This design comes from an exercise in tuning for a short achievable clock period and few clock cycles on the open sky130 flow, not from production work. The RTL was checked by simulation tests, not by an equivalence proof against the original design.

==> design/flow/design.v <==
`timescale 1ns/1ns
package rapid_isa_pkg;
    localparam int XLEN      = 32;
    localparam int REG_IDX_W = 4;
    localparam int IMM_W     = 16;
    typedef enum logic [3:0] {
        OP_NOP  = 4'd0,
        OP_ADD  = 4'd1,
        OP_SUB  = 4'd2,
        OP_AND  = 4'd3,
        OP_OR   = 4'd4,
        OP_XOR  = 4'd5,
        OP_SLT  = 4'd6,
        OP_ADDI = 4'd7,
        OP_LUI  = 4'd8,
        OP_LW   = 4'd9,
        OP_SW   = 4'd10,
        OP_BEQ  = 4'd11,
        OP_BNE  = 4'd12,
        OP_JAL  = 4'd13
    } opcode_e;
    typedef enum logic [2:0] {
        ALU_ADD,
        ALU_SUB,
        ALU_AND,
        ALU_OR,
        ALU_XOR,
        ALU_SLT,
        ALU_PASS_IMM
    } alu_op_e;
    typedef struct packed {
        opcode_e              opcode;
        logic [REG_IDX_W-1:0] rd;
        logic [REG_IDX_W-1:0] rs1;
        logic [REG_IDX_W-1:0] rs2;
        logic [IMM_W-1:0]     imm;
    } instr_s;
    typedef struct packed {
        logic                 valid;
        logic [XLEN-1:0]      pc;
        logic [REG_IDX_W-1:0] rd;
        logic                 rd_we;
        logic [REG_IDX_W-1:0] rs1;
        logic [REG_IDX_W-1:0] rs2;
        alu_op_e              alu_op;
        logic                 use_imm;
        logic                 is_load;
        logic                 is_store;
        logic                 is_branch_eq;
        logic                 is_branch_ne;
        logic                 is_jal;
        logic [XLEN-1:0]      imm;
    } decode_s;
    typedef struct packed {
        logic                 valid;
        logic [REG_IDX_W-1:0] rd;
        logic                 rd_we;
        logic [XLEN-1:0]      result;
        logic [XLEN-1:0]      store_data;
        logic                 is_load;
        logic                 is_store;
    } exec_s;
endpackage
`timescale 1ns/1ns
package rapid_bus_pkg;
    localparam int XLEN = 32;
    typedef struct packed {
        logic            cyc;
        logic            stb;
        logic            we;
        logic [XLEN-1:0] adr;
        logic [XLEN-1:0] dat;
    } wb_m2s_s;
    typedef struct packed {
        logic            ack;
        logic [XLEN-1:0] dat;
    } wb_s2m_s;
endpackage
`timescale 1ns/1ns
`timescale 1ns/1ns
`timescale 1ns/1ns
import rapid_isa_pkg::*;
module rapid_regfile (
    input  logic                 i_clk,
    input  logic                 i_arst_n,
    input  logic [15:0]          i_hot0,
    input  logic [15:0]          i_hot1,
    input  logic [15:0]          i_hot2,
    input  logic [15:0]          i_hot3,
    input  logic                 i_wa_en,
    input  logic [REG_IDX_W-1:0] i_wa_idx,
    input  logic [XLEN-1:0]      i_wa_data,
    input  logic [15:0]          i_wb_en,
    input  logic [XLEN-1:0]      i_wb_data,
    output logic [XLEN-1:0]      o_data0,
    output logic [XLEN-1:0]      o_data1,
    output logic [XLEN-1:0]      o_data2,
    output logic [XLEN-1:0]      o_data3
);
    logic [XLEN-1:0] regs [1:2**REG_IDX_W-1];
    always_ff @(posedge i_clk or negedge i_arst_n) begin
        if (!i_arst_n) begin
            for (int i = 1; i < 2**REG_IDX_W; i++) begin
                regs[i] <= '0;
            end
        end else begin
            for (int i = 1; i < 2**REG_IDX_W; i++) begin
                if (i_wb_en[i]) begin
                    regs[i] <= i_wb_data;
                end else if (i_wa_en && (i_wa_idx == REG_IDX_W'(i))) begin
                    regs[i] <= i_wa_data;
                end
            end
        end
    end
    always_comb begin
        o_data0 = '0;
        o_data1 = '0;
        o_data2 = '0;
        o_data3 = '0;
        for (int i = 1; i < 2**REG_IDX_W; i++) begin
            o_data0 = o_data0 | (regs[i] & {XLEN{i_hot0[i]}});
            o_data1 = o_data1 | (regs[i] & {XLEN{i_hot1[i]}});
            o_data2 = o_data2 | (regs[i] & {XLEN{i_hot2[i]}});
            o_data3 = o_data3 | (regs[i] & {XLEN{i_hot3[i]}});
        end
    end
endmodule
`timescale 1ns/1ns
module rapid_ks_add #(parameter int W = 32, parameter int L = 5) (
    input  logic [W-1:0] i_a,
    input  logic [W-1:0] i_b,
    input  logic         i_c,
    output logic [W-1:0] o_s
);
    logic [W-1:0] g [L+1];
    logic [W-1:0] p [L+1];
    logic [W-1:0] x;
    assign x = i_a ^ i_b;
    assign g[0] = (i_a & i_b) | {{(W-1){1'b0}}, i_c & x[0]};
    assign p[0] = x;
    for (genvar l = 0; l < L; l++) begin : g_lvl
        for (genvar i = 0; i < W; i++) begin : g_bit
            if (i >= (1 << l)) begin : g_op
                assign g[l+1][i] = g[l][i] | (p[l][i] & g[l][i - (1 << l)]);
                assign p[l+1][i] = p[l][i] & p[l][i - (1 << l)];
            end else begin : g_pass
                assign g[l+1][i] = g[l][i];
                assign p[l+1][i] = p[l][i];
            end
        end
    end
    assign o_s = x ^ {g[L][W-2:0], i_c};
endmodule
`timescale 1ns/1ns
`timescale 1ns/1ns
import rapid_isa_pkg::*;
import rapid_bus_pkg::*;
module rapid_cpu #(
    parameter logic [XLEN-1:0] RESET_PC = '0,
    parameter int              QDEPTH   = 3
) (
    input  logic            i_clk,
    input  logic            i_arst_n,
    output logic [XLEN-1:0] o_imem_addr,
    input  logic [XLEN-1:0] i_imem_data,
    output logic            o_wb_cyc,
    output logic            o_wb_stb,
    output logic            o_wb_we,
    output logic [XLEN-1:0] o_wb_adr,
    output logic [XLEN-1:0] o_wb_dat,
    input  logic            i_wb_ack,
    input  logic [XLEN-1:0] i_wb_dat
);
    logic [XLEN-1:0]      pc_q;
    logic                 d_valid;
    logic [XLEN-1:0]      d_ir;
    logic                 d_pred;
    logic                 d_far;
    logic                 d_farfix;
    logic [XLEN-1:0]      d_target;
    logic [XLEN-1:0]      d_pc;
    logic [XLEN-1:0]      d_op1;
    logic [XLEN-1:0]      d_op2;
    logic                 e_valid;
    logic                 e_early;
    logic                 e_wr;
    logic [REG_IDX_W-1:0] e_rd;
    logic                 e_lw;
    logic                 e_sw;
    logic                 e_br;
    logic                 e_bne;
    logic                 e_pred;
    logic                 e_neg;
    logic                 e_and;
    logic                 e_or;
    logic                 e_xor;
    logic                 e_slt;
    logic [XLEN-1:0]      e_a;
    logic [XLEN-1:0]      e_b;
    logic [XLEN-1:0]      e_sd;
    logic [XLEN-1:0]      e_alt;
    logic                 w_we;
    logic [REG_IDX_W-1:0] w_rd;
    logic [XLEN-1:0]      w_res;
    logic [15:0]          pend_q;
    logic [QDEPTH-1:0]    qv;
    logic                 qwe  [QDEPTH];
    logic [XLEN-1:0]      qadr [QDEPTH];
    logic [XLEN-1:0]      qdat [QDEPTH];
    logic [15:0]          qhot [QDEPTH];
    logic                 stall;
    logic                 d_redir;
    logic                 flush;
    logic [XLEN-1:0]      alu_res;
    logic [3:0]      f_op;
    logic            f_same;
    logic            f_back;
    logic            f_pred;
    logic            f_loop;
    logic            f_lz;
    logic            f_zero;
    logic [XLEN-1:0] z_b;
    logic [XLEN-1:0] z_x;
    logic [16:0]     f_lo;
    logic            f_near;
    logic            f_take;
    logic [XLEN-1:0] pc_inc;
    logic [REG_IDX_W-1:0] n_rs1;
    logic [REG_IDX_W-1:0] n_rs2;
    logic [XLEN-1:0]      f_op1;
    logic [XLEN-1:0]      f_op2;
    logic [3:0]           d_op;
    logic [REG_IDX_W-1:0] d_rd;
    logic [REG_IDX_W-1:0] d_rs1;
    logic [REG_IDX_W-1:0] d_rs2;
    logic [XLEN-1:0]      d_simm;
    logic                 d_rr;
    logic                 d_addi;
    logic                 d_lui;
    logic                 d_lw;
    logic                 d_sw;
    logic                 d_br;
    logic                 d_jal;
    logic                 d_use1;
    logic                 d_neg;
    logic [XLEN-1:0]      d_pc1;
    logic [XLEN-1:0]      d_alt;
    logic                 d_use2;
    logic                 d_wr;
    logic                 d_mem;
    logic                 q_room;
    logic                 issue;
    logic                 byp1;
    logic                 byp2;
    logic [XLEN-1:0]      rs1_e;
    logic [XLEN-1:0]      rs2_e;
    logic [XLEN-1:0]      a_base;
    logic [XLEN-1:0]      b_base;
    logic                 a_byp;
    logic                 b_byp;
    logic e_late;
    logic        ack_v;
    logic [15:0] ld_done;
    logic [15:0] pend_now;
    logic        stall_q;
    logic ldb1;
    logic ldb2;
    logic            a_ld;
    logic            b_ld;
    logic            e_arith;
    logic            d_cmp_rf;
    logic            d_cmp_sum;
    logic            d_res;
    logic            d_eq;
    logic [XLEN-1:0] sb;
    logic            d_early;
    logic [XLEN-1:0] d_adr;
    logic [XLEN-1:0] d_sd;
    logic [XLEN-1:0] e_sum;
    logic            e_lt;
    logic            e_eq;
    logic            e_taken;
    logic [XLEN-1:0] e_dif;
    logic              enq;
    logic              pop;
    logic [QDEPTH-1:0] qv_pop;
    logic [QDEPTH-1:0] qv_nxt;
    logic                 enq_d;
    logic                 n_we;
    logic [XLEN-1:0]      n_adr;
    logic [XLEN-1:0]      n_dat;
    logic [REG_IDX_W-1:0] n_rd;
    assign o_imem_addr = pc_q;
    assign f_op   = i_imem_data[31:28];
    assign f_same = i_imem_data[23:20] == i_imem_data[19:16];
    assign f_back = i_imem_data[15];
    assign f_loop = f_lz & (((i_imem_data[23:20] == d_rd) & (i_imem_data[19:16] == '0)) |
                            ((i_imem_data[19:16] == d_rd) & (i_imem_data[23:20] == '0)));
    assign f_pred = (f_op == OP_JAL) |
                    ((f_op == OP_BEQ) & (f_loop ? f_zero : (f_same | f_back))) |
                    ((f_op == OP_BNE) & (f_loop ? ~f_zero : ~f_same));
    assign f_lo   = {1'b0, pc_q[15:0]} + {1'b0, i_imem_data[15:0]};
    assign f_near = f_lo[16] == f_back;
    assign f_take = f_pred;
    assign pc_inc = pc_q + 32'd1;
    always_ff @(posedge i_clk or negedge i_arst_n) begin
        if (!i_arst_n) begin
            pc_q    <= RESET_PC;
            d_valid <= 1'b0;
            d_ir    <= '0;
            d_pred  <= 1'b0;
            d_far   <= 1'b0;
        end else begin
            if (flush) begin
                pc_q <= e_alt;
            end else if (d_redir | d_farfix) begin
                pc_q <= d_redir ? d_alt : d_target;
            end else if (!stall) begin
                pc_q <= f_take ? {pc_q[XLEN-1:16], f_lo[15:0]} : pc_inc;
            end
            if (flush | d_redir | d_farfix) begin
                d_valid <= 1'b0;
            end else if (!stall) begin
                d_valid <= 1'b1;
            end
            if (!stall) begin
                d_ir   <= i_imem_data;
                d_pred <= f_take;
                d_far  <= f_take & ~f_near;
            end
        end
    end
    always_ff @(posedge i_clk) begin
        if (!stall) begin
            d_pc <= pc_q;
        end
    end
    logic [REG_IDX_W-1:0] f_rs  [4];
    logic [XLEN-1:0]      f_rf  [4];
    logic [XLEN-1:0]      f_val [4];
    assign f_rs[0] = i_imem_data[23:20];
    assign f_rs[1] = i_imem_data[19:16];
    assign f_rs[2] = d_ir[23:20];
    assign f_rs[3] = d_ir[19:16];
    logic [3:0] f_hite;
    always_comb begin
        for (int k = 0; k < 4; k++) begin
            f_hite[k] = e_valid & e_wr & (e_rd == f_rs[k]);
            if (ack_v && qhot[0][f_rs[k]]) begin
                f_val[k] = i_wb_dat;
            end else if (w_we && (w_rd == f_rs[k])) begin
                f_val[k] = w_res;
            end else begin
                f_val[k] = f_rf[k];
            end
        end
    end
    assign n_rs1 = stall ? f_rs[2] : f_rs[0];
    assign n_rs2 = stall ? f_rs[3] : f_rs[1];
    assign f_op1 = (stall ? f_hite[2] : f_hite[0]) ? alu_res : (stall ? f_val[2] : f_val[0]);
    assign f_op2 = (stall ? f_hite[3] : f_hite[1]) ? alu_res : (stall ? f_val[3] : f_val[1]);
    always_ff @(posedge i_clk) begin
        d_op1 <= f_op1;
        d_op2 <= f_op2;
    end
    always_ff @(posedge i_clk or negedge i_arst_n) begin
        if (!i_arst_n) begin
            byp1  <= 1'b0;
            byp2  <= 1'b0;
        end else begin
            byp1  <= issue & d_wr & ~d_lw & (d_rd == n_rs1);
            byp2  <= issue & d_wr & ~d_lw & (d_rd == n_rs2);
        end
    end
    assign d_op   = d_ir[31:28];
    assign d_rd   = d_ir[27:24];
    assign d_rs1  = d_ir[23:20];
    assign d_rs2  = d_ir[19:16];
    assign d_simm = {{(XLEN-IMM_W){d_ir[IMM_W-1]}}, d_ir[IMM_W-1:0]};
    assign d_rr   = (d_op >= OP_ADD) && (d_op <= OP_SLT);
    assign d_addi = d_op == OP_ADDI;
    assign d_lui  = d_op == OP_LUI;
    assign d_lw   = d_op == OP_LW;
    assign d_sw   = d_op == OP_SW;
    assign d_br   = (d_op == OP_BEQ) || (d_op == OP_BNE);
    assign d_jal  = d_op == OP_JAL;
    assign d_use1 = d_rr | d_addi | d_lw | d_sw | d_br;
    assign d_use2 = d_rr | d_sw | d_br;
    assign d_wr   = (d_rr | d_addi | d_lui | d_lw | d_jal) & (d_rd != '0);
    assign d_mem  = d_lw | d_sw;
    assign d_neg  = d_op == OP_SUB;
    assign d_pc1  = d_pc + 32'd1;
    assign d_target = d_pc + d_simm;
    assign d_alt    = d_pred ? d_pc1 : d_target;
    assign d_farfix = d_valid & d_far & ~stall;
    assign z_b    = d_addi ? d_simm : d_op2;
    assign z_x    = d_op1 ^ z_b;
    assign f_zero = z_x == {d_op1[XLEN-2:0] | z_b[XLEN-2:0], 1'b0};
    assign f_lz   = d_valid & (d_rd != '0) & ~byp1 & ~stall_q &
                    (d_addi | ((d_op == OP_ADD) & ~byp2));
    assign e_late = e_valid & (e_lw | e_sw) & ~e_early;
    generate
        if (QDEPTH == 1) begin : g_room1
            assign q_room = ~qv[0] & ~e_late;
        end else begin : g_room
            assign q_room = e_late ? ~qv[QDEPTH-2] : ~qv[QDEPTH-1];
        end
    endgenerate
    assign ack_v    = i_wb_ack & qv[0];
    assign ld_done  = {16{ack_v}} & qhot[0];
    assign pend_now = pend_q & ~ld_done;
    assign stall_q = d_valid & ((d_use1 & pend_q[d_rs1]) |
                                (d_use2 & pend_q[d_rs2]) |
                                (d_wr   & pend_q[d_rd])  |
                                (d_mem  & ~q_room));
    assign stall = d_valid & ((d_use1 & pend_now[d_rs1]) |
                              (d_use2 & pend_now[d_rs2]) |
                              (d_wr   & pend_q[d_rd])  |
                              (d_mem  & ~q_room));
    assign issue = d_valid & ~stall & ~flush;
    rapid_regfile u_regfile (
        .i_clk     (i_clk),
        .i_arst_n  (i_arst_n),
        .i_hot0    (16'h1 << f_rs[0]),
        .i_hot1    (16'h1 << f_rs[1]),
        .i_hot2    (16'h1 << f_rs[2]),
        .i_hot3    (16'h1 << f_rs[3]),
        .i_wa_en   (w_we),
        .i_wa_idx  (w_rd),
        .i_wa_data (w_res),
        .i_wb_en   (ld_done),
        .i_wb_data (i_wb_dat),
        .o_data0   (f_rf[0]),
        .o_data1   (f_rf[1]),
        .o_data2   (f_rf[2]),
        .o_data3   (f_rf[3])
    );
    assign rs1_e = d_op1;
    assign rs2_e = d_op2;
    assign ldb1 = ack_v & qhot[0][d_rs1];
    assign ldb2 = ack_v & qhot[0][d_rs2];
    assign a_base = d_lui ? '0 : (d_jal ? d_pc1 : rs1_e);
    assign a_byp  = byp1 & ~d_lui & ~d_jal;
    assign a_ld   = ldb1 & ~d_lui & ~d_jal;
    assign b_base = (d_addi | d_lw | d_sw) ? d_simm :
                    d_lui ? {d_ir[IMM_W-1:0], {(XLEN-IMM_W){1'b0}}} :
                    d_jal ? '0 : rs2_e;
    assign b_byp  = byp2 & (d_rr | d_br);
    assign b_ld   = ldb2 & (d_rr | d_br);
    assign e_arith   = ~e_and & ~e_or & ~e_xor & ~e_slt;
    assign d_cmp_rf  = ~byp1 & ~byp2;
    assign d_cmp_sum = (byp1 ^ byp2) & e_arith;
    assign d_res     = d_valid & d_br & ~stall_q & (d_cmp_rf | d_cmp_sum);
    logic [XLEN-1:0] sx;
    logic [XLEN-1:0] sr2;
    logic [XLEN-1:0] sg2;
    logic [XLEN-1:0] sr1;
    logic [XLEN-1:0] sg1;
    logic            eq_rf;
    logic            eq_k2;
    logic            eq_k1;
    logic            r_eq;
    logic            r_ne;
    assign sb        = e_b ^ {XLEN{e_neg}};
    assign sx        = e_a ^ sb;
    assign sr2       = sx ^ rs2_e;
    assign sg2       = {(~sx[XLEN-2:0] & e_a[XLEN-2:0]) | (sx[XLEN-2:0] & ~rs2_e[XLEN-2:0]), e_neg};
    assign sr1       = sx ^ rs1_e;
    assign sg1       = {(~sx[XLEN-2:0] & e_a[XLEN-2:0]) | (sx[XLEN-2:0] & ~rs1_e[XLEN-2:0]), e_neg};
    assign eq_rf     = rs1_e == rs2_e;
    assign eq_k2     = sr2 == sg2;
    assign eq_k1     = sr1 == sg1;
    assign d_eq      = d_cmp_rf ? eq_rf : (byp1 ? eq_k2 : eq_k1);
    assign r_eq      = (d_op != OP_BNE) != d_pred;
    assign r_ne      = (d_op == OP_BNE) != d_pred;
    assign d_redir   = d_res & (d_eq ? r_eq : r_ne);
    assign d_early = d_valid & d_mem & ~stall_q & ~byp1 & ~(d_sw & byp2) & ~e_late &
                     ~(e_valid & e_br);
    rapid_ks_add u_agu (
        .i_a(rs1_e),
        .i_b(d_simm),
        .i_c(1'b0),
        .o_s(d_adr)
    );
    assign d_sd    = byp2 ? alu_res : (ldb2 ? i_wb_dat : rs2_e);
    always_ff @(posedge i_clk or negedge i_arst_n) begin
        if (!i_arst_n) begin
            e_early <= 1'b0;
            e_valid <= 1'b0;
            e_wr    <= 1'b0;
            e_lw    <= 1'b0;
            e_sw    <= 1'b0;
            e_br    <= 1'b0;
        end else begin
            e_valid <= issue;
            e_early <= d_early;
            e_wr    <= d_wr & ~d_lw;
            e_lw    <= d_lw;
            e_sw    <= d_sw;
            e_br    <= d_br & ~d_res;
        end
    end
    always_ff @(posedge i_clk) begin
        e_rd   <= d_rd;
        e_bne  <= d_op == OP_BNE;
        e_pred <= d_pred;
        e_and  <= d_op == OP_AND;
        e_or   <= d_op == OP_OR;
        e_xor  <= d_op == OP_XOR;
        e_slt  <= d_op == OP_SLT;
        e_alt  <= d_alt;
        e_a    <= a_byp ? alu_res : (a_ld ? i_wb_dat : a_base);
        e_b    <= b_byp ? alu_res : (b_ld ? i_wb_dat : b_base);
        e_neg  <= d_neg;
        e_sd   <= d_sd;
    end
    rapid_ks_add u_add (
        .i_a(e_a),
        .i_b(e_b),
        .i_c(1'b0),
        .o_s(e_sum)
    );
    rapid_ks_add u_sub (
        .i_a(e_a),
        .i_b(~e_b),
        .i_c(1'b1),
        .o_s(e_dif)
    );
    assign e_lt  = (e_a[XLEN-1] ^ e_b[XLEN-1]) ? e_a[XLEN-1] : e_dif[XLEN-1];
    assign alu_res = ({XLEN{e_and}}   & (e_a & e_b)) |
                     ({XLEN{e_or}}    & (e_a | e_b)) |
                     ({XLEN{e_xor}}   & (e_a ^ e_b)) |
                     {{(XLEN-1){1'b0}}, e_slt & e_lt} |
                     ({XLEN{e_neg}}   & e_dif) |
                     ({XLEN{e_arith & ~e_neg}} & e_sum);
    assign e_eq    = e_a == e_b;
    assign e_taken = e_bne ? ~e_eq : e_eq;
    assign flush   = e_valid & e_br & (e_taken != e_pred);
    always_ff @(posedge i_clk or negedge i_arst_n) begin
        if (!i_arst_n) begin
            w_we <= 1'b0;
        end else begin
            w_we <= e_valid & e_wr;
        end
    end
    always_ff @(posedge i_clk) begin
        w_rd  <= e_rd;
        w_res <= alu_res;
    end
    always_ff @(posedge i_clk or negedge i_arst_n) begin
        if (!i_arst_n) begin
            pend_q <= '0;
        end else begin
            for (int r = 1; r < 16; r++) begin
                if (issue && d_lw && (d_rd == REG_IDX_W'(r))) begin
                    pend_q[r] <= 1'b1;
                end else if (ld_done[r]) begin
                    pend_q[r] <= 1'b0;
                end
            end
        end
    end
    assign enq_d = d_early;
    assign enq   = e_late | enq_d;
    assign n_we  = e_late ? e_sw  : d_sw;
    assign n_adr = e_late ? e_sum : d_adr;
    assign n_dat = e_late ? e_sd  : rs2_e;
    assign n_rd  = e_late ? e_rd  : d_rd;
    assign pop = qv[0] & i_wb_ack;
    always_comb begin
        for (int i = 0; i < QDEPTH; i++) begin
            qv_pop[i] = pop ? ((i + 1 < QDEPTH) ? qv[(i + 1) % QDEPTH] : 1'b0) : qv[i];
        end
        for (int i = 0; i < QDEPTH; i++) begin
            qv_nxt[i] = qv_pop[i] | (enq & ((i == 0) ? 1'b1 : qv_pop[(i + QDEPTH - 1) % QDEPTH]));
        end
    end
    always_ff @(posedge i_clk or negedge i_arst_n) begin
        if (!i_arst_n) begin
            qv <= '0;
        end else begin
            qv <= qv_nxt;
        end
    end
    always_ff @(posedge i_clk) begin
        for (int i = 0; i < QDEPTH; i++) begin
            if (!qv_pop[i] && enq && ((i == 0) || qv_pop[(i + QDEPTH - 1) % QDEPTH])) begin
                qwe[i]  <= n_we;
                qadr[i] <= n_adr;
                qdat[i] <= n_dat;
                qhot[i] <= (n_we || n_rd == '0) ? 16'h0 : (16'h1 << n_rd);
            end else if (pop && (i + 1 < QDEPTH)) begin
                qwe[i]  <= qwe[(i + 1) % QDEPTH];
                qadr[i] <= qadr[(i + 1) % QDEPTH];
                qdat[i] <= qdat[(i + 1) % QDEPTH];
                qhot[i] <= qhot[(i + 1) % QDEPTH];
            end
        end
    end
    assign o_wb_cyc = qv[0];
    assign o_wb_stb = qv[0];
    assign o_wb_we  = qwe[0];
    assign o_wb_adr = qadr[0];
    assign o_wb_dat = qdat[0];
endmodule
==> design/flow/run.sh <==
#!/bin/bash
# synth_recipe.tcl (not shown) runs the flow's synth.tcl, then flattens the netlist and writes it again
# the make line also repeats each setting of config.mk as NAME=value (left out here)
make -C /OpenROAD-flow-scripts/flow DESIGN_CONFIG=/design/flow/config.mk WORK_HOME=/design/flow/orfs CLKGATE_MAP_FILE= SYNTH_SCRIPT=/design/flow/synth_recipe.tcl finish
==> design/flow/config.mk <==
export PLATFORM = sky130hd
export DESIGN_NAME = rapid_cpu
export DESIGN_NICKNAME = rapid_cpu
export VERILOG_FILES = /design/flow/design.v
export SDC_FILE = /design/flow/constraint.sdc
export NUM_CORES = 4
export LEC_CHECK = 0
export CAP_MARGIN = 20
export CORE_MARGIN = 2
export CORE_UTILIZATION = 30
export PLACE_DENSITY = 0.5
export SETUP_SLACK_MARGIN = 5
export SLEW_MARGIN = 20
export TNS_END_PERCENT = 20
==> design/flow/constraint.sdc <==
create_clock -name core_clock -period 8.0 [get_ports {i_clk}]
set_input_delay 1.6000 -clock core_clock [delete_from_list [all_inputs] [get_ports {i_clk}]]
set_output_delay 1.6000 -clock core_clock [all_outputs]
set_load 0.01 [all_outputs]
==> notes.md, run 1 <==
The flow ran to the end and the layout has no timing, DRC or antenna violations. The number of clock sinks seen by CTS came out at 1088. The first global-routing pass estimated around 600 mm of wire. The placement row count came out at 184. The routed layout has a little under 80000 vias. The number of search-and-repair iterations in the first detailed-routing pass came out at 15. The final cell count without fillers came out at 12400. The capture point of the worst path is pc_q[30]. The residual antenna-violating net count after detailed routing is 0.

The post-route fraction of the period consumed by the critical path is 0.565. The via density per instance came out at 6.41. The initial antenna violation count was 23. The top cell types in the final layout, fill and taps aside, are 762 x sky130_fd_sc_hd__nor2_1, 695 x sky130_fd_sc_hd__nand2_1, 647 x sky130_fd_sc_hd__a21oi_1, 603 x sky130_fd_sc_hd__a22oi_1, 588 x sky130_fd_sc_hd__mux2i_1.

From bottom edge to top edge, the die measures 506 um. Clock tree synthesis selected as its root buffer the cell sky130_fd_sc_hd__clkbuf_16. The fraction of the yosys area taken by sequential cells came out at 0.362. For this configuration, the core starts out at a cell density of 0.301. The number of hold-repair buffers added at the cts stage came out at 0. The fill cell total of the finished layout came out at 25100. The clock-pin slew reported for the worst setup and hold paths after clock tree synthesis is 0.06 ns. The largest net degree at the start of global routing is 161. The floorplan die area came out at 256000 um^2. For flop-to-flop paths, the worst setup slack is around 3.5 ns. For this run, design rule violations remaining after detail routing come to 0. The cell count after placement is 11800. TritonCTS built the clock tree. The last weighted congestion value of the routability-driven placer is a little under 1.

The yosys synthesis warning count came out at 19. The number of cells produced by synthesis is 8841. The post-route worst setup slack is between 3 and 4 ns. For this run, the leading register cell type out of synthesis is sky130_fd_sc_hd__dfrtp_1.

The via count of the first global-routing pass came out at 74500. Along the worst path, the maximum fanout reaches 7. The total of buffers placed on input and output ports is 165. The async set or reset register ratio after synthesis is 0.528. The overall global routing resource usage is 0.321. The area added between synthesis and finish is 23.1%.

The worst pin sits at a relative slew slack of 0.0514. The number of storage elements in the synthesis netlist is 1088. Setup repair after global routing could not meet its margin everywhere. The final HPWL from detailed placement came out at 264 mm.

Data on the critical path is required at its endpoint by 8.74 ns. The most common cell after layout, fill and taps aside is sky130_fd_sc_hd__nor2_1. The worst setup slack before clock tree synthesis is 1.56 ns. The highest clock rate came out at 0.221 GHz. In this run the critical register-to-register path is launched from d_ir[31]. The arrival time reported for the critical path endpoint is 5.26 ns. The worst-skew pair later-pin latency is between 0.8 and 0.9 ns.

The overall overflow remaining after global route is 0. The final critical path time including I/O delays and setup is 4.52 ns. The number of failing hold endpoints at the final stage is 0. At the pin with the least slew margin, the transition time is 1.42 ns. The endpoint identified for the worst register-to-register timing path is pc_q[30]. The tool flagged a number of max-cap violations equal to 0.

The floorplan step defined a core boundary enclosing around 250000 um^2. The count of cells along the worst register-to-register path is 19. The worst clock skew is 0.0480 ns. The proportion of layout cells with a drive suffix above 1 came out at 0.164. The setup total negative slack came out at 0 ns. Tracing the worst setup path back leads to its startpoint at d_ir[31]. The count of flip-flops with a built-in enable after synthesis is 275. STA classifies the critical path startpoint as a flop. The worst setup path is captured at a flop. The area taken by multi-input logic gates is 47700 um^2. The total count of max-transition violations in the final report was 0. The number of setup violations in the final report came out at 0. The average wire per standard cell came out at approximately 35 um. The number of H-tree branching levels is 4. The buffer depth of the longest clock path came out at 3. The overall die width is ~500 um.

Synthesis instantiated 98 different standard cells from the library. The type of the worst setup path is flop to flop. The type of the worst min-delay path is flop to flop. The number of buffers created by CTS came out at 137.

The total wire length after detailed routing came out at 432 mm. The synthesized area per cell is 8.56 um^2. The footprint of the flip-flops and latches came out at 27600 um^2. The number of violations reported at the end of detailed-routing iteration 0 came out at 15100. The layout net count is 9212. The number of top-level design ports came out at between 150 and 200.

The synthesized cell area came out at 75700 um^2.
[cell families (layout without fill, tap and decap cells)]
kind of cell / after synthesis / count (layout) / share of synthesized area
compound gates: 2828 / 2828 / 0.245
mux: 685 / 685 / 0.0969
xor+xnor: 467 / 467 / 0.0564
flops: 1088 / 1088 / 0.362
fa+ha+maj: 256 / 256 / 0.0415
simple gates: 2433 / 2454 / 0.143
other cells: 1 / 14 / 0.0000495
buf+inv: 1083 / 1256 / 0.0546
[area by class of cell]
class / instances / area share
tap: 3348 / 0.0450
timing repair buffer: 722 / 0.0857
antenna: 13 / 0.000349
multi-input combinational: 6691 / 0.513
inverter: 292 / 0.0121
clock buffer: 175 / 0.0408
clock inverter: 67 / 0.00775
sequential: 1088 / 0.296
[Yosys cell counts (all sizes together) (23+ instances only)]
| cell | number | area share |
|---|---|---|
| nand3 | 315 | 0.021 |
| a31oi | 62 | 0.0051 |
| inv | 289 | 0.014 |
| o211ai | 115 | 0.011 |
| maj3 | 43 | 0.0057 |
| xor2 | 164 | 0.019 |
| mux2 | 47 | 0.0070 |
| nand4 | 86 | 0.0071 |
| dfxtp | 239 | 0.063 |
| a22oi | 604 | 0.060 |
| xnor2 | 290 | 0.034 |
| and3 | 62 | 0.0051 |
| mux2i | 605 | 0.080 |
| nor2b | 33 | 0.0027 |
| o21bai | 39 | 0.0039 |
| ha | 207 | 0.034 |
| nor3 | 87 | 0.0058 |
| nor4 | 34 | 0.0031 |
| dfrtp | 574 | 0.19 |
| nand2 | 791 | 0.039 |
| a21oi | 694 | 0.046 |
| nand2b | 52 | 0.0043 |
| or3 | 27 | 0.0022 |
| buf | 92 | 0.0055 |
| clkbuf | 699 | 0.035 |
| o311ai | 23 | 0.0027 |
| a22o | 95 | 0.011 |
| a222oi | 125 | 0.017 |
| a221oi | 125 | 0.014 |
| a211oi | 29 | 0.0029 |
| a21o | 65 | 0.0064 |
| o21ai | 662 | 0.044 |
| o21a | 24 | 0.0024 |
| edfxtp | 275 | 0.11 |
| and2 | 26 | 0.0021 |
| mux4 | 33 | 0.0099 |
| nor3b | 35 | 0.0035 |
| nor2 | 827 | 0.041 |
[through the flow]
step | area (um^2) | util | hold slack [ns]
after detailed placement | 81400 | 0.324 | 0.447
after global placement | 81300 | 0.324 | 0.447
final | 93200 | 0.371 | 0.453
after global routing | 93100 | 0.371 | 0.487
after CTS | 91200 | 0.363 | 0.455
after floorplan | 75900 | - | 0.342
[state kept, by name, summed over array words and instances (netlist names), 48 cells and up]
register / count
qhot: 48
u_regfile.regs: 480
qdat: 96
qadr: 96
[critical path, cell delays in order, from the launching register on]
cell                       delay (ns)
sky130_fd_sc_hd__dfrtp_2         0.41
sky130_fd_sc_hd__nand4b_1        0.25
sky130_fd_sc_hd__buf_12          0.20
sky130_fd_sc_hd__buf_12          0.14
sky130_fd_sc_hd__mux2i_1         0.12
sky130_fd_sc_hd__ha_1            0.38
sky130_fd_sc_hd__xnor2_2         0.19
sky130_fd_sc_hd__nor4_4          0.35
sky130_fd_sc_hd__nand4_1         0.32
sky130_fd_sc_hd__nor3_4          0.31
sky130_fd_sc_hd__o21bai_1        0.09
sky130_fd_sc_hd__and4b_1         0.22
sky130_fd_sc_hd__a211o_4         0.30
sky130_fd_sc_hd__buf_12          0.17
sky130_fd_sc_hd__nand4b_4        0.23
sky130_fd_sc_hd__buf_4           0.19
sky130_fd_sc_hd__buf_4           0.13
sky130_fd_sc_hd__nor3_1          0.16
sky130_fd_sc_hd__a21oi_1         0.06
sky130_fd_sc_hd__a31oi_1         0.17
[layer usage]
metal,vias to the layer above,routed length [um],track usage
li1,32800,-,-
met1,38800,164000,0.395
met2,5925,180000,0.469
met3,1905,50800,0.113
met4,16,37900,0.219
met5,-,211,0.00500
[what timing repair did]
action / CTS / global route
endpoints found under the setup margin: 1336 / 925
pin swaps: 154 / 98
buffers inserted: 208 / 61
resized for setup: 687 / 299
cloned: 47 / 20
[worst min-delay path by stage]
stage / startpoint / end / depth (start not counted)
after floorplan: d_ir[25] / e_rd[1] / 0
after global placement: e_alt[19] / pc_q[19] / 2
after detailed placement: e_alt[19] / pc_q[19] / 2
after CTS: e_alt[19] / pc_q[19] / 2
after global routing: e_alt[19] / pc_q[19] / 2
final: e_alt[19] / pc_q[19] / 2
Testbench counts, summed over its fixed seeds: cycles 50,606.
==> run 2, diff against run 1 <==
--- a/design/flow/design.v
+++ b/design/flow/design.v
@@ -155,2 +155,12 @@
 `timescale 1ns/1ns
+module rapid_mux2 #(
+    parameter int W = 32
+) (
+    input  logic         i_sel,
+    input  logic [W-1:0] i_a,
+    input  logic [W-1:0] i_b,
+    output logic [W-1:0] o_y
+);
+    assign o_y = i_sel ? i_a : i_b;
+endmodule
 `timescale 1ns/1ns
@@ -220,2 +230,5 @@
     logic            f_loop;
+    logic            f_go;
+    logic [XLEN-1:0] pc_base;
+    logic [XLEN-1:0] pc_nxt;
     logic            f_lz;
@@ -278,3 +291,2 @@
     logic [XLEN-1:0] d_adr;
-    logic [XLEN-1:0] d_sd;
     logic [XLEN-1:0] e_sum;
@@ -306,2 +318,17 @@
     assign pc_inc = pc_q + 32'd1;
+    always_comb begin
+        if (flush) begin
+            pc_base = e_alt;
+        end else if (d_redir) begin
+            pc_base = d_alt;
+        end else if (d_farfix) begin
+            pc_base = d_target;
+        end else if (stall) begin
+            pc_base = pc_q;
+        end else begin
+            pc_base = pc_inc;
+        end
+    end
+    assign f_go = f_take & ~flush & ~d_redir & ~d_farfix & ~stall;
+    rapid_mux2 u_pcsel (.i_sel(f_go), .i_a({pc_q[XLEN-1:16], f_lo[15:0]}), .i_b(pc_base), .o_y(pc_nxt));
     always_ff @(posedge i_clk or negedge i_arst_n) begin
@@ -314,9 +341,3 @@
         end else begin
-            if (flush) begin
-                pc_q <= e_alt;
-            end else if (d_redir | d_farfix) begin
-                pc_q <= d_redir ? d_alt : d_target;
-            end else if (!stall) begin
-                pc_q <= f_take ? {pc_q[XLEN-1:16], f_lo[15:0]} : pc_inc;
-            end
+            pc_q <= pc_nxt;
             if (flush | d_redir | d_farfix) begin
@@ -360,4 +381,8 @@
     assign n_rs2 = stall ? f_rs[3] : f_rs[1];
-    assign f_op1 = (stall ? f_hite[2] : f_hite[0]) ? alu_res : (stall ? f_val[2] : f_val[0]);
-    assign f_op2 = (stall ? f_hite[3] : f_hite[1]) ? alu_res : (stall ? f_val[3] : f_val[1]);
+    logic [XLEN-1:0] f_old1;
+    logic [XLEN-1:0] f_old2;
+    rapid_mux2 u_fsel1 (.i_sel(stall), .i_a(f_val[2]), .i_b(f_val[0]), .o_y(f_old1));
+    rapid_mux2 u_fsel2 (.i_sel(stall), .i_a(f_val[3]), .i_b(f_val[1]), .o_y(f_old2));
+    rapid_mux2 u_fexe1 (.i_sel(stall ? f_hite[2] : f_hite[0]), .i_a(alu_res), .i_b(f_old1), .o_y(f_op1));
+    rapid_mux2 u_fexe2 (.i_sel(stall ? f_hite[3] : f_hite[1]), .i_a(alu_res), .i_b(f_old2), .o_y(f_op2));
     always_ff @(posedge i_clk) begin
@@ -396,7 +421,6 @@
     assign d_farfix = d_valid & d_far & ~stall;
-    assign z_b    = d_addi ? d_simm : d_op2;
+    assign z_b    = d_simm;
     assign z_x    = d_op1 ^ z_b;
     assign f_zero = z_x == {d_op1[XLEN-2:0] | z_b[XLEN-2:0], 1'b0};
-    assign f_lz   = d_valid & (d_rd != '0) & ~byp1 & ~stall_q &
-                    (d_addi | ((d_op == OP_ADD) & ~byp2));
+    assign f_lz   = d_valid & d_addi & (d_rd != '0) & ~byp1 & ~stall_q;
     assign e_late = e_valid & (e_lw | e_sw) & ~e_early;
@@ -485,3 +509,8 @@
     );
-    assign d_sd    = byp2 ? alu_res : (ldb2 ? i_wb_dat : rs2_e);
+    logic [XLEN-1:0] e_a_d;
+    logic [XLEN-1:0] e_b_d;
+    logic [XLEN-1:0] e_sd_d;
+    rapid_mux2 u_abyp (.i_sel(a_byp), .i_a(alu_res), .i_b(a_ld ? i_wb_dat : a_base), .o_y(e_a_d));
+    rapid_mux2 u_bbyp (.i_sel(b_byp), .i_a(alu_res), .i_b(b_ld ? i_wb_dat : b_base), .o_y(e_b_d));
+    rapid_mux2 u_sbyp (.i_sel(byp2),  .i_a(alu_res), .i_b(ldb2 ? i_wb_dat : rs2_e),  .o_y(e_sd_d));
     always_ff @(posedge i_clk or negedge i_arst_n) begin
@@ -512,6 +541,6 @@
         e_alt  <= d_alt;
-        e_a    <= a_byp ? alu_res : (a_ld ? i_wb_dat : a_base);
-        e_b    <= b_byp ? alu_res : (b_ld ? i_wb_dat : b_base);
+        e_a    <= e_a_d;
+        e_b    <= e_b_d;
         e_neg  <= d_neg;
-        e_sd   <= d_sd;
+        e_sd   <= e_sd_d;
     end
--- a/design/flow/config.mk
+++ b/design/flow/config.mk
@@ -8,2 +8,4 @@
 export CAP_MARGIN = 20
+export CELL_PAD_IN_SITES_DETAIL_PLACEMENT = 1
+export CELL_PAD_IN_SITES_GLOBAL_PLACEMENT = 1
 export CORE_MARGIN = 2
@@ -13,2 +15,3 @@
 export SLEW_MARGIN = 20
+export SYNTH_HIERARCHICAL = 1
 export TNS_END_PERCENT = 20
==> notes.md, run 2 <==
The yosys synthesis warning count came out at 25 (+6). The CTS tree is built. The overall overflow remaining after global route came to 0 (unchanged).

The worst clock skew is 0.0647 ns (+0.0168 ns). The required time of the critical path is 8.73 ns (about the same). The capturing element type of the critical path is a flop. The clock tree root buffer cell is sky130_fd_sc_hd__clkbuf_16. The worst reg-to-reg setup slack is 3.70 ns (+0.22 ns). The run finished, with violations left. The final HPWL from detailed placement came out at 318 mm (+21%). The residual antenna-violating net count after detailed routing was 0 (unchanged). The area of the core is 267000 um^2 (+6.4%).

The initial antenna violation count is 39 (+70%). The worst register-to-register path ends at pc_q[2]. The register with the highest flop count is u_regfile.regs. The startpoint of the worst-slack reg-to-reg timing path is d_op1[8]. The post-route fraction of the period consumed by the critical path came out at 0.538 (-0.0272). The final-layout worst hold slack is 0.517 ns (+0.0635 ns). The type of the worst min-delay path is flop to flop. The chip height is 522 um (+3.0%). The setup total negative slack is 0 ns (unchanged). The area taken by multi-input logic gates is 51600 um^2 (+8.2%). The synthesized area per cell is 8.94 um^2 (+4.4%). The fill cell total of the finished layout is 29900 (+19%). The footprint of the flip-flops and latches is 27600 um^2 (+0.16%). The final critical path time including I/O delays and setup is 4.30 ns (-0.218 ns). The last weighted congestion value of the routability-driven placer came out at 0.976 (-1.7%).

The number of violations reported at the end of detailed-routing iteration 0 came out at 12800 (-15%). The number of search-and-repair iterations in the first detailed-routing pass is 10 (-5). The number of hold-repair buffers added at the cts stage was 0 (unchanged).

The pin slew with the least headroom to its limit came out at 1.60 ns (+0.179 ns). The number of violations of the max-capacitance limit is 1 (+1). The via count of the first global-routing pass was 84100 (+13%). The clock-pin slew reported for the worst setup and hold paths after clock tree synthesis came out at 0.06 ns (about the same). The largest net degree at the start of global routing came out at 129 (-20%). The average wire per standard cell came out at 41.2 um (+18%). The buffer depth of the longest clock path is 3 (unchanged). The proportion of layout cells with a drive suffix above 1 came out at 0.200 (+0.0354). The layout net count came out at 9408 (+2.1%).

The total wire length after detailed routing is 527 mm (+22%). The count of cells along the worst register-to-register path came out at 17 (-2). The number of setup violations in the final report was 0 (unchanged).

By startpoint and endpoint, the worst setup path is classified as flop to flop. The number of failing hold endpoints at the final stage is 0 (unchanged). The worst slew margin relative to its limit came to -0.0689 (-0.120).

The worst min-delay path startpoint is qadr[1][19]. The number of cells produced by synthesis came to 8994 (+1.7%). The layout checks failed on capacitance limit, slew limit. The arrival time reported for the critical path endpoint is 5.03 ns (-0.23 ns). The highest clock rate came to 0.232 GHz (+5.1%). The overall die width is 522 um (+3.0%). The number of H-tree branching levels came out at 4 (unchanged).

The number of remaining DRC errors is 0 (unchanged). The number of flip-flops in the largest register came out at 480 (unchanged). The area added between synthesis and finish came out at 22.8%. The most common cell after layout, fill and taps aside is sky130_fd_sc_hd__a21oi_1. The synthesized cell area came out at 80400 um^2 (+6.2%). The total count of max-transition violations in the final report is 16 (+16). The worst-skew pair later-pin latency is 0.89 ns (+0.04 ns).

The largest registers in the layout are u_regfile.regs x480, qadr x96, qdat x96. The floorplan die area is 272000 um^2 (+6.1%). The end point of the worst hold path is qadr[0][19]. The total of buffers placed on input and output ports is 165 (unchanged). The via density per instance is 6.69 (+4.3%). The overall global routing resource usage came out at 0.371 (+0.0493). The starting density of the core came out at 0.301 (-0.000584). Setup repair after global routing could not meet its margin everywhere. The number of top-level design ports is 166 (unchanged). The share of the core filled with cells was 0.369 (-0.00155). The wire length of the first global-routing pass is 714 mm (+20%). STA classifies the critical path startpoint as a flop. The number of buffers created by CTS came out at 145 (+5.8%).

The placement row count came out at 190 (+3.3%). The highest net fanout along the worst path came out at 8 (+1). The number of clock sinks seen by CTS came out at 1088 (unchanged).

The number of stages on the worst hold path is 2 (unchanged). The number of vias after detailed routing came to 85500 (+7.6%). The library cells used most frequently in the layout, excluding fill and tap cells, are 825 x sky130_fd_sc_hd__a21oi_1, 589 x sky130_fd_sc_hd__a22oi_1, 566 x sky130_fd_sc_hd__o21ai_0, 554 x sky130_fd_sc_hd__dfrtp_1, 508 x sky130_fd_sc_hd__a31oi_1.
## run 2: cell count changes in the layout (fill, tap and decap cells not counted), sizes merged, moves of 41 or more
cell / previous run / this run
o21ai: 662 / 711
and3: 62 / 173
mux2: 47 / 323
nand4: 86 / 170
o211ai: 115 / 34
nor2b: 33 / 493
clkbuf: 185 / 226
a31oi: 62 / 509
nand2: 804 / 397
nor2: 828 / 464
nand3: 321 / 124
mux2i: 605 / 261
a21oi: 694 / 862
## run 2: worst max-delay path, stage by stage (launching register included)
cell	delay (ns)
sky130_fd_sc_hd__dfxtp_4	0.45
sky130_fd_sc_hd__clkinvlp_4	0.28
sky130_fd_sc_hd__ha_4	0.35
sky130_fd_sc_hd__xor2_1	0.14
sky130_fd_sc_hd__nand4_1	0.15
sky130_fd_sc_hd__nor4_2	0.30
sky130_fd_sc_hd__nand4_1	0.49
sky130_fd_sc_hd__o21ai_2	0.34
sky130_fd_sc_hd__a21oi_2	0.06
sky130_fd_sc_hd__nor3b_2	0.19
sky130_fd_sc_hd__o21ai_1	0.08
sky130_fd_sc_hd__a21oi_1	0.16
sky130_fd_sc_hd__buf_4	0.20
sky130_fd_sc_hd__nor3b_4	0.24
sky130_fd_sc_hd__buf_12	0.16
sky130_fd_sc_hd__buf_12	0.10
sky130_fd_sc_hd__buf_16	0.15
sky130_fd_sc_hd__mux2_4	0.32
## run 2: what timing repair did
item                                    4_1_cts  5_1_grt
endpoints found under the setup margin     1293     1235
gates cloned                                 62       25
resized for setup                           543      386
pin swaps                                    87      141
setup buffers                               148      123
## run 2: final cells by class
class | instances | area share
antenna | 14 | 0.000355
tap | 3552 | 0.0450
multi-input combinational | 6809 | 0.523
timing repair buffer | 749 | 0.0870
clock inverter | 52 | 0.00938
sequential | 1088 | 0.280
clock buffer | 213 | 0.0428
inverter | 304 | 0.0123
timing repair inverter | 1 | 0.0000887
## run 2: how the worst max path moves through the flow
stage                     startpoint   endpoint  slack (ns)  depth (start not counted)
final                       d_op1[8]    pc_q[2]        3.70                         17
after global routing        d_op1[8]    pc_q[8]        3.68                         17
after CTS                      e_neg    pc_q[8]        3.63                         17
after detailed placement    i_wb_ack  d_op1[29]        1.37                         14
after global placement      i_wb_ack  d_op1[29]        1.40                         14
after floorplan             i_wb_ack   d_op2[0]        3.60                         14
## run 2: through the flow
stage | cell area [um^2] | instances | worst slack (ns)
CTS | 95700 | 12600 | 3.63
global route | 98700 | 12800 | 3.68
floorplan | 80700 | 8996 | 3.60
finish | 98700 | 12800 | 3.70
detailed placement | 85700 | 12100 | 1.37
global placement | 85600 | 12100 | 1.40
## run 2: per-layer routing
layer | up-vias | track usage | wire length (um)
met3 | 1885 | 0.0976 | 48600
met1 | 43900 | 0.458 | 206000
met2 | 5486 | 0.559 | 228000
li1 | 34200 | - | -
met4 | 26 | 0.260 | 44000
met5 | - | 0.00281 | 222
Testbench counts of run 2, summed over its fixed seeds: cycles 50,606.
==> run 3, diff against run 2 <==
--- a/design/flow/design.v
+++ b/design/flow/design.v
@@ -311,5 +311,11 @@
                             ((i_imem_data[19:16] == d_rd) & (i_imem_data[23:20] == '0)));
-    assign f_pred = (f_op == OP_JAL) |
-                    ((f_op == OP_BEQ) & (f_loop ? f_zero : (f_same | f_back))) |
-                    ((f_op == OP_BNE) & (f_loop ? ~f_zero : ~f_same));
+    logic f_pz;
+    logic f_pnz;
+    assign f_pz   = (f_op == OP_JAL) |
+                    ((f_op == OP_BEQ) & (f_loop | f_same | f_back)) |
+                    ((f_op == OP_BNE) & ~f_loop & ~f_same);
+    assign f_pnz  = (f_op == OP_JAL) |
+                    ((f_op == OP_BEQ) & ~f_loop & (f_same | f_back)) |
+                    ((f_op == OP_BNE) & (f_loop | ~f_same));
+    rapid_mux2 #(.W(1)) u_fpred (.i_sel(f_zero), .i_a(f_pz), .i_b(f_pnz), .o_y(f_pred));
     assign f_lo   = {1'b0, pc_q[15:0]} + {1'b0, i_imem_data[15:0]};
@@ -331,3 +337,5 @@
     end
-    assign f_go = f_take & ~flush & ~d_redir & ~d_farfix & ~stall;
+    logic f_ok;
+    assign f_ok = ~flush & ~d_redir & ~d_farfix & ~stall;
+    rapid_mux2 #(.W(1)) u_fgo (.i_sel(f_zero), .i_a(f_pz & f_ok), .i_b(f_pnz & f_ok), .o_y(f_go));
     rapid_mux2 u_pcsel (.i_sel(f_go), .i_a({pc_q[XLEN-1:16], f_lo[15:0]}), .i_b(pc_base), .o_y(pc_nxt));
@@ -385,4 +393,6 @@
     rapid_mux2 u_fsel2 (.i_sel(stall), .i_a(f_val[3]), .i_b(f_val[1]), .o_y(f_old2));
-    rapid_mux2 u_fexe1 (.i_sel(stall ? f_hite[2] : f_hite[0]), .i_a(alu_res), .i_b(f_old1), .o_y(f_op1));
-    rapid_mux2 u_fexe2 (.i_sel(stall ? f_hite[3] : f_hite[1]), .i_a(alu_res), .i_b(f_old2), .o_y(f_op2));
+    logic [1:0] f_hs;
+    rapid_mux2 #(.W(2)) u_fhit (.i_sel(stall), .i_a(f_hite[3:2]), .i_b(f_hite[1:0]), .o_y(f_hs));
+    rapid_mux2 u_fexe1 (.i_sel(f_hs[0]), .i_a(alu_res), .i_b(f_old1), .o_y(f_op1));
+    rapid_mux2 u_fexe2 (.i_sel(f_hs[1]), .i_a(alu_res), .i_b(f_old2), .o_y(f_op2));
     always_ff @(posedge i_clk) begin
--- a/design/flow/config.mk
+++ b/design/flow/config.mk
@@ -11,4 +11,4 @@
 export CORE_MARGIN = 2
-export CORE_UTILIZATION = 30
-export PLACE_DENSITY = 0.5
+export CORE_UTILIZATION = 35
+export PLACE_DENSITY = 0.55
 export SETUP_SLACK_MARGIN = 5
==> notes.md, run 3 <==
The flow ran to the end and the layout has no timing, DRC or antenna violations. The largest registers in the layout are u_regfile.regs x480, qadr x96, qdat x96. The number of failing hold endpoints at the final stage is 0 (unchanged). The setup total negative slack came out at 0 ns (unchanged). The placement row count was 176 (-7.4%). The largest net degree at the start of global routing is 129 (unchanged).

The tree is rooted in a sky130_fd_sc_hd__clkbuf_16. The number of clock sinks seen by CTS came to 1088 (unchanged). The initial antenna violation count is 35 (-10%).

The standard cell area after detailed placement is 85100 um^2 (-0.66%). The final design area excluding fillers came out at 99600 um^2 (+0.91%). The total of buffers placed on input and output ports came out at 165 (unchanged). The average wire per standard cell is 40.8 um (-0.89%). The overall overflow remaining after global route came out at 0 (unchanged). TritonCTS built the clock tree. The number of flip-flops in the largest register came out at 480 (unchanged).

The residual antenna-violating net count after detailed routing is 0 (unchanged). The number of violations reported at the end of detailed-routing iteration 0 came out at 12700 (-0.95%). The number of H-tree branching levels is 4 (unchanged). The number of remaining DRC errors is 0 (unchanged). The proportion of layout cells with a drive suffix above 1 came out at 0.216 (+0.0162). The post-route fraction of the period consumed by the critical path is 0.513 (-0.0245). The highest net fanout along the worst path came out at 5 (-3). The floorplan die area was 235000 um^2 (-14%). The worst hold path terminates at d_pc[20]. The worst clock skew is 0.0986 ns (+0.0338 ns). The via density per instance came out at 6.99 (+4.5%). The launching element type of the critical path is a flop. The clock-pin slew reported for the worst setup and hold paths after clock tree synthesis was 0.07 ns (about the same).

In this run the critical register-to-register path is captured at pc_q[31]. The type of the worst min-delay path is flop to flop. The overall global routing resource usage came to 0.412 (+0.0413). The worst setup slack before clock tree synthesis came to 1.57 ns (+0.203 ns). Compared with the post-synthesis result, the final layout area differs by 23.2%. The worst-skew pair later-pin latency came out at 0.89 ns (about the same). The highest clock rate came to 0.244 GHz (+4.8%). The pin slew with the least headroom to its limit came out at 1.45 ns (-0.147 ns). The number of violations of the max-capacitance limit came to 0 (-1). The overall die width is 485 um (-7.1%). The top cell types in the final layout, fill and taps aside, are 803 x sky130_fd_sc_hd__a21oi_1, 584 x sky130_fd_sc_hd__a22oi_1, 557 x sky130_fd_sc_hd__o21ai_0, 527 x sky130_fd_sc_hd__a31oi_1, 518 x sky130_fd_sc_hd__dfrtp_1. The total wire length after detailed routing is 507 mm (-3.8%). Setup repair after global routing could not meet its margin everywhere. The final HPWL from detailed placement was 301 mm (-5.4%). The number of vias after detailed routing was 86700 (+1.4%). The total count of max-transition violations in the final report came out at 0 (-16). The area of the core is 230000 um^2 (-14%). The number of hold-repair buffers added at the cts stage is 0 (unchanged). The layout net count is 9525 (+1.2%). The via count of the first global-routing pass was 85300 (+1.5%). The required time of the critical path is 8.74 ns (about the same). The starting density of the core is 0.352 (+0.0509). The number of cells produced by synthesis is 9074 (+0.89%). The cell count after placement is 11700 (-3.9%). The arrival time reported for the critical path endpoint is 4.85 ns (-0.18 ns).

The last weighted congestion value of the routability-driven placer came out at 0.960 (-1.7%). The final critical path time including I/O delays and setup is 4.11 ns (-0.196 ns). The synthesized area per cell is 8.91 um^2 (-0.29%). u_regfile.regs holds more flip-flops than any other register.

The startpoint of the worst-slack reg-to-reg timing path is byp1. The number of setup violations in the final report is 0 (unchanged). The final cell count without fillers came out at 12400 (-3.0%). The synthesized cell area came to 80900 um^2 (+0.60%). The worst slew margin relative to its limit came out at 0.0305 (+0.0994). The count of cells along the worst register-to-register path came out at 14 (-3). In this run the worst setup path begins at byp1.

The chip height came out at 485 um (-7.1%). The wire length of the first global-routing pass is 694 mm (-2.9%). The number of stages on the worst hold path came to 0 (-2). The worst reg-to-reg setup slack came out at 3.89 ns (+0.20 ns). The critical path in this run is classified as flop to flop. The post-route worst setup slack came to 3.89 ns (+0.196 ns). Leaving out fill and tap cells, the most frequent cell in the layout is sky130_fd_sc_hd__a21oi_1. The number of top-level design ports was 166 (unchanged).

The number of buffers created by CTS is 141 (-2.8%). The yosys synthesis warning count was 25 (unchanged). The worst min-delay path startpoint is pc_q[20].

The number of search-and-repair iterations in the first detailed-routing pass came to 10 (unchanged). The capturing element type of the critical path is a flop. The buffer depth of the longest clock path was 3 (unchanged).
## run 3: cell count changes in the layout (fill, tap and decap cells not counted), sizes merged, moves of 18 or more
cell	previous run	this run
clkdlybuf4s50	151	112
mux2	323	348
diode	14	43
clkinv	37	55
nor2	464	483
a31oi	509	531
o21ai	711	690
o211ai	34	52
nor4	32	51
buf	575	645
## run 3: how the worst max path moves through the flow
stage / end / slack, ns / cells after the start
global placement: pc_q[26] / 1.61 / 13
CTS: pc_q[18] / 3.99 / 16
detailed placement: pc_q[26] / 1.57 / 13
global route: pc_q[31] / 3.81 / 17
finish: pc_q[31] / 3.89 / 14
floorplan: qadr[2][0] / 3.71 / 6
## run 3: area by class of cell
| class | instances | area (um^2) |
|---|---|---|
| tap | 3026 | 3790 |
| timing repair buffer | 805 | 9490 |
| clock buffer | 196 | 4000 |
| fill | 25500 | 130000 |
| clock inverter | 67 | 905 |
| multi-input combinational | 6891 | 52500 |
| sequential | 1088 | 27700 |
| antenna | 43 | 108 |
| inverter | 288 | 1100 |
## run 3: through the flow
step                       util  hold WS [ns]
after floorplan               -         0.329
after global placement    0.370         0.505
after detailed placement  0.370         0.512
after CTS                 0.420         0.515
after global routing      0.433         0.522
final                     0.433         0.510
## run 3: per-layer routing
metal	GRT usage	part of all wire	routed length [um]
met5	0.00592	0.00023	115
met4	0.303	0.086	43500
met3	0.116	0.098	49700
met2	0.611	0.43	218000
met1	0.509	0.38	195000
## run 3: critical path: stages (launching register included)
cell and delay, ns:
sky130_fd_sc_hd__dfrtp_1 0.72, sky130_fd_sc_hd__inv_1 0.23, sky130_fd_sc_hd__ha_1 0.44, sky130_fd_sc_hd__nand4b_1 0.28
sky130_fd_sc_hd__nor4_1 0.29, sky130_fd_sc_hd__nand4_1 0.20, sky130_fd_sc_hd__buf_4 0.20, sky130_fd_sc_hd__o221ai_4 0.20
sky130_fd_sc_hd__nand3_4 0.11, sky130_fd_sc_hd__buf_12 0.15, sky130_fd_sc_hd__nor3_4 0.16, sky130_fd_sc_hd__and3_4 0.30
sky130_fd_sc_hd__mux2_4 0.22, sky130_fd_sc_hd__buf_12 0.14, sky130_fd_sc_hd__mux2_2 0.33
## run 3: timing repair
action | CTS | global route
cloned | 64 | 32
gates resized for setup | 806 | 417
endpoints found under the hold margin | 0 | 0
buffers inserted | 212 | 117
pin swaps | 140 | 99
endpoints found under the setup margin | 1345 | 1129
Testbench counts of run 3, summed over its fixed seeds: cycles 50,606.
==> run 4, diff against run 3 <==
--- a/design/flow/design.v
+++ b/design/flow/design.v
@@ -165,2 +165,15 @@
 endmodule
+module rapid_mux4oh #(
+    parameter int W = 32
+) (
+    input  logic [3:0]   i_sel,
+    input  logic [W-1:0] i_a3,
+    input  logic [W-1:0] i_a2,
+    input  logic [W-1:0] i_a1,
+    input  logic [W-1:0] i_a0,
+    output logic [W-1:0] o_y
+);
+    assign o_y = ({W{i_sel[3]}} & i_a3) | ({W{i_sel[2]}} & i_a2) |
+                 ({W{i_sel[1]}} & i_a1) | ({W{i_sel[0]}} & i_a0);
+endmodule
 `timescale 1ns/1ns
@@ -192,2 +205,5 @@
     logic [XLEN-1:0]      d_pc;
+    logic [15:0]          d_rs1h;
+    logic [15:0]          d_rs2h;
+    logic [15:0]          d_rdh;
     logic [XLEN-1:0]      d_op1;
@@ -288,3 +304,2 @@
     logic            d_eq;
-    logic [XLEN-1:0] sb;
     logic            d_early;
@@ -325,7 +340,3 @@
     always_comb begin
-        if (flush) begin
-            pc_base = e_alt;
-        end else if (d_redir) begin
-            pc_base = d_alt;
-        end else if (d_farfix) begin
+        if (d_farfix) begin
             pc_base = d_target;
@@ -337,6 +348,18 @@
     end
-    logic f_ok;
-    assign f_ok = ~flush & ~d_redir & ~d_farfix & ~stall;
+    logic            f_ok;
+    assign f_ok = ~d_farfix & ~stall;
     rapid_mux2 #(.W(1)) u_fgo (.i_sel(f_zero), .i_a(f_pz & f_ok), .i_b(f_pnz & f_ok), .o_y(f_go));
-    rapid_mux2 u_pcsel (.i_sel(f_go), .i_a({pc_q[XLEN-1:16], f_lo[15:0]}), .i_b(pc_base), .o_y(pc_nxt));
+    logic [3:0] pc_sel;
+    assign pc_sel[3] = flush;
+    assign pc_sel[2] = d_redir & ~flush;
+    assign pc_sel[1] = f_go & ~d_redir & ~flush;
+    assign pc_sel[0] = ~f_go & ~d_redir & ~flush;
+    rapid_mux4oh u_pcsel (
+        .i_sel(pc_sel),
+        .i_a3 (e_alt),
+        .i_a2 (d_alt),
+        .i_a1 ({pc_q[XLEN-1:16], f_lo[15:0]}),
+        .i_a0 (pc_base),
+        .o_y  (pc_nxt)
+    );
     always_ff @(posedge i_clk or negedge i_arst_n) begin
@@ -346,2 +369,5 @@
             d_ir    <= '0;
+            d_rs1h  <= '0;
+            d_rs2h  <= '0;
+            d_rdh   <= '0;
             d_pred  <= 1'b0;
@@ -357,2 +383,5 @@
                 d_ir   <= i_imem_data;
+                d_rs1h <= 16'h1 << i_imem_data[23:20];
+                d_rs2h <= 16'h1 << i_imem_data[19:16];
+                d_rdh  <= 16'h1 << i_imem_data[27:24];
                 d_pred <= f_take;
@@ -446,9 +475,9 @@
     assign pend_now = pend_q & ~ld_done;
-    assign stall_q = d_valid & ((d_use1 & pend_q[d_rs1]) |
-                                (d_use2 & pend_q[d_rs2]) |
-                                (d_wr   & pend_q[d_rd])  |
+    assign stall_q = d_valid & ((d_use1 & |(pend_q & d_rs1h)) |
+                                (d_use2 & |(pend_q & d_rs2h)) |
+                                (d_wr   & |(pend_q & d_rdh))  |
                                 (d_mem  & ~q_room));
-    assign stall = d_valid & ((d_use1 & pend_now[d_rs1]) |
-                              (d_use2 & pend_now[d_rs2]) |
-                              (d_wr   & pend_q[d_rd])  |
+    assign stall = d_valid & ((d_use1 & |(pend_now & d_rs1h)) |
+                              (d_use2 & |(pend_now & d_rs2h)) |
+                              (d_wr   & |(pend_q & d_rdh))  |
                               (d_mem  & ~q_room));
@@ -474,4 +503,4 @@
     assign rs2_e = d_op2;
-    assign ldb1 = ack_v & qhot[0][d_rs1];
-    assign ldb2 = ack_v & qhot[0][d_rs2];
+    assign ldb1 = ack_v & |(qhot[0] & d_rs1h);
+    assign ldb2 = ack_v & |(qhot[0] & d_rs2h);
     assign a_base = d_lui ? '0 : (d_jal ? d_pc1 : rs1_e);
@@ -489,2 +518,3 @@
     logic [XLEN-1:0] sx;
+    logic [XLEN-1:0] e_sx;
     logic [XLEN-1:0] sr2;
@@ -498,4 +528,3 @@
     logic            r_ne;
-    assign sb        = e_b ^ {XLEN{e_neg}};
-    assign sx        = e_a ^ sb;
+    assign sx        = e_sx;
     assign sr2       = sx ^ rs2_e;
@@ -553,2 +582,3 @@
         e_b    <= e_b_d;
+        e_sx   <= e_a_d ^ e_b_d ^ {XLEN{d_neg}};
         e_neg  <= d_neg;
--- a/design/flow/config.mk
+++ b/design/flow/config.mk
@@ -7,3 +7,3 @@
 export LEC_CHECK = 0
-export CAP_MARGIN = 20
+export CAP_MARGIN = 30
 export CELL_PAD_IN_SITES_DETAIL_PLACEMENT = 1
@@ -14,3 +14,3 @@
 export SETUP_SLACK_MARGIN = 5
-export SLEW_MARGIN = 20
+export SLEW_MARGIN = 30
 export SYNTH_HIERARCHICAL = 1
==> notes.md, run 4 <==
The worst clock skew is 0.0791 ns (-0.0195 ns). Ranked by flip-flop count, first place goes to u_regfile.regs. The via count of the first global-routing pass is 85600 (+0.36%). The highest clock rate was 0.256 GHz (+5.3%). The number of clock sinks seen by CTS is 1167 (+7.3%). The initial antenna violation count came out at 34 (-2.9%). TritonCTS built the clock tree. The average wire per standard cell came out at 40.2 um (-1.6%). The clock tree root buffer cell is sky130_fd_sc_hd__clkbuf_16. The highest net fanout along the worst path was 8 (+3). The number of vias after detailed routing came out at 87100 (+0.51%). The most common cell after layout, fill and taps aside is sky130_fd_sc_hd__a21oi_1. The last weighted congestion value of the routability-driven placer came out at 0.980 (+2.1%). The residual antenna-violating net count after detailed routing is 0 (unchanged). The final HPWL from detailed placement is 308 mm (+2.3%). The floorplan die area was 238000 um^2 (+1.3%). Setup repair after global routing could not meet its margin everywhere. The number of buffers created by CTS came out at 150 (+6.4%). The number of failing hold endpoints at the final stage was 0 (unchanged). The starting density of the core is 0.352 (about the same). The area of the core is 233000 um^2 (+1.2%). The amount of wire on met3 after detailed routing is 53.5 mm (+7.5%). The number of H-tree branching levels came to 4 (unchanged). The total of buffers placed on input and output ports is 165 (unchanged). The setup path with the least slack is of type flop to flop. The number of violations reported at the end of detailed-routing iteration 0 was 13200 (+3.9%). The overall overflow remaining after global route is 0 (unchanged). The final-layout worst hold slack was 0.476 ns (-0.0345 ns).

The total wire length after detailed routing came out at 507 mm (+0.14%). STA classifies the critical path startpoint as a flop. The synthesized cell area came out at 81900 um^2 (+1.3%). The layout net count came out at 9675 (+1.6%).

The chip height is 488 um (+0.65%). The capturing element type of the critical path is a flop. The final design area excluding fillers is 101000 um^2 (+1.8%).

The setup total negative slack is 0 ns (unchanged). The number of flip-flops in the largest register is 480 (unchanged). The worst-skew pair later-pin latency is 0.90 ns (about the same). The largest registers in the layout are u_regfile.regs x480, qadr x96, qdat x96. The number of remaining DRC errors came out at 0 (unchanged). The run finished with no timing, DRC or antenna violations. The pin slew with the least headroom to its limit is 1.18 ns (-0.267 ns). The via density per instance is 6.90 (-1.3%). The wire length of the first global-routing pass is 690 mm (-0.49%). The number of search-and-repair iterations in the first detailed-routing pass came out at 13 (+3). The number of top-level design ports is 166 (unchanged). The synthesized area per cell is 8.95 um^2 (+0.40%).
run 4: layout make-up:
type / count / area, um^2
Sequential cell: 1167 / 29400
Fill cell: 25900 / 131000
Multi-Input combinational cell: 6909 / 51900
Antenna cell: 8 / 20.0
Timing Repair inverter: 5 / 70.1
Timing Repair Buffer: 860 / 9730
Clock inverter: 54 / 932
Clock buffer: 221 / 4360
Tap cell: 3132 / 3920
Inverter: 272 / 1060
run 4: repair_timing:
| item | in CTS | in global routing |
|---|---|---|
| buffers inserted | 159 | 197 |
| pin swaps | 152 | 158 |
| resized for setup | 647 | 504 |
| endpoints found under the setup margin | 1365 | 1221 |
| cloned | 57 | 17 |
run 4: path summary, 6_finish.rpt:
path,from,end,slack (ns),cells past startpoint
hold / removal,d_rdh[15],d_rdh[15],0.48,2
min in group asynchronous,i_arst_n,u_regfile.regs[2][5],0.79,1
max in group asynchronous,i_arst_n,u_regfile.regs[8][26],5.37,3
setup / recovery,d_op1[5],pc_q[26],4.10,13
setup reg to reg,d_op1[5],pc_q[26],4.10,13
hold reg to reg,d_rdh[15],d_rdh[15],0.48,2
run 4: metal layers:
metal	vias to the layer above	GRT usage
li1	34900	-
met1	44200	0.510
met2	5935	0.610
met3	2025	0.113
met4	24	0.264
met5	-	0.00286
run 4: per-stage QoR:
step	utilization	worst slack, ns	std cells
2_1_floorplan	-	3.11	9158
3_3_place_gp	0.372	1.20	11900
3_5_place_dp	0.373	1.18	11900
4_1_cts	0.418	4.13	12400
5_1_grt	0.435	4.05	12600
6_report	0.435	4.10	12600
run 4: worst max-delay path, cell delays in order, from the launching register on:
cell and delay [ns]:
sky130_fd_sc_hd__dfxtp_1 0.54, sky130_fd_sc_hd__inv_1 0.17, sky130_fd_sc_hd__a21boi_0 0.26, sky130_fd_sc_hd__o211ai_1 0.65
sky130_fd_sc_hd__o2111ai_1 0.37, sky130_fd_sc_hd__nor4_2 0.52, sky130_fd_sc_hd__nor3_1 0.14, sky130_fd_sc_hd__o21ai_2 0.28
sky130_fd_sc_hd__nand2b_1 0.22, sky130_fd_sc_hd__nor2_4 0.17, sky130_fd_sc_hd__buf_12 0.16, sky130_fd_sc_hd__buf_16 0.16
sky130_fd_sc_hd__a22oi_2 0.09, sky130_fd_sc_hd__nand2_1 0.08
Testbench counts of run 4, summed over its fixed seeds: cycles 50,606.

==> port drivers added, routing unchanged <==
How much do the figures lean on ideal ports? The routed layouts below were timed once more, with nothing changed but the port constraints.
Step 1: set_driving_cell puts a clkbuf_16 on i_clk and a buf_2 on each other input, an assumption about the parent block.
Step 2 adds t to the input delays and takes it off the output delays; t is the mean of the earliest and latest rising clock arrival at the registers after step 1. Input paths then give back, and output paths get back, about the clock's delay inside the block.
a / b / c = ideal ports / drivers / drivers and shift; a / b = the first two.
run | shift t [ns] | setup WS [ns] | worst register clock-pin slew, ns | worst data-port slew with drivers (ns) | cell pins on the clock port's net
run 1 | 0.935 | 3.480 / 3.480 / 2.905 | 0.07 / 0.07 | 0.24 | 1
run 2 | 0.958 | 3.698 / 3.698 / 2.814 | 0.07 / 0.07 | 0.21 | 1
run 3 | 0.942 | 3.894 / 3.894 / 3.042 | 0.07 / 0.07 | 0.33 | 1
run 4 | 0.966 | 4.101 / 4.101 / 3.161 | 0.07 / 0.07 | 0.17 | 1
The setup slack of run 4, which loses most, moves by 0.000 ns with the drivers and by -0.940 ns with both steps.
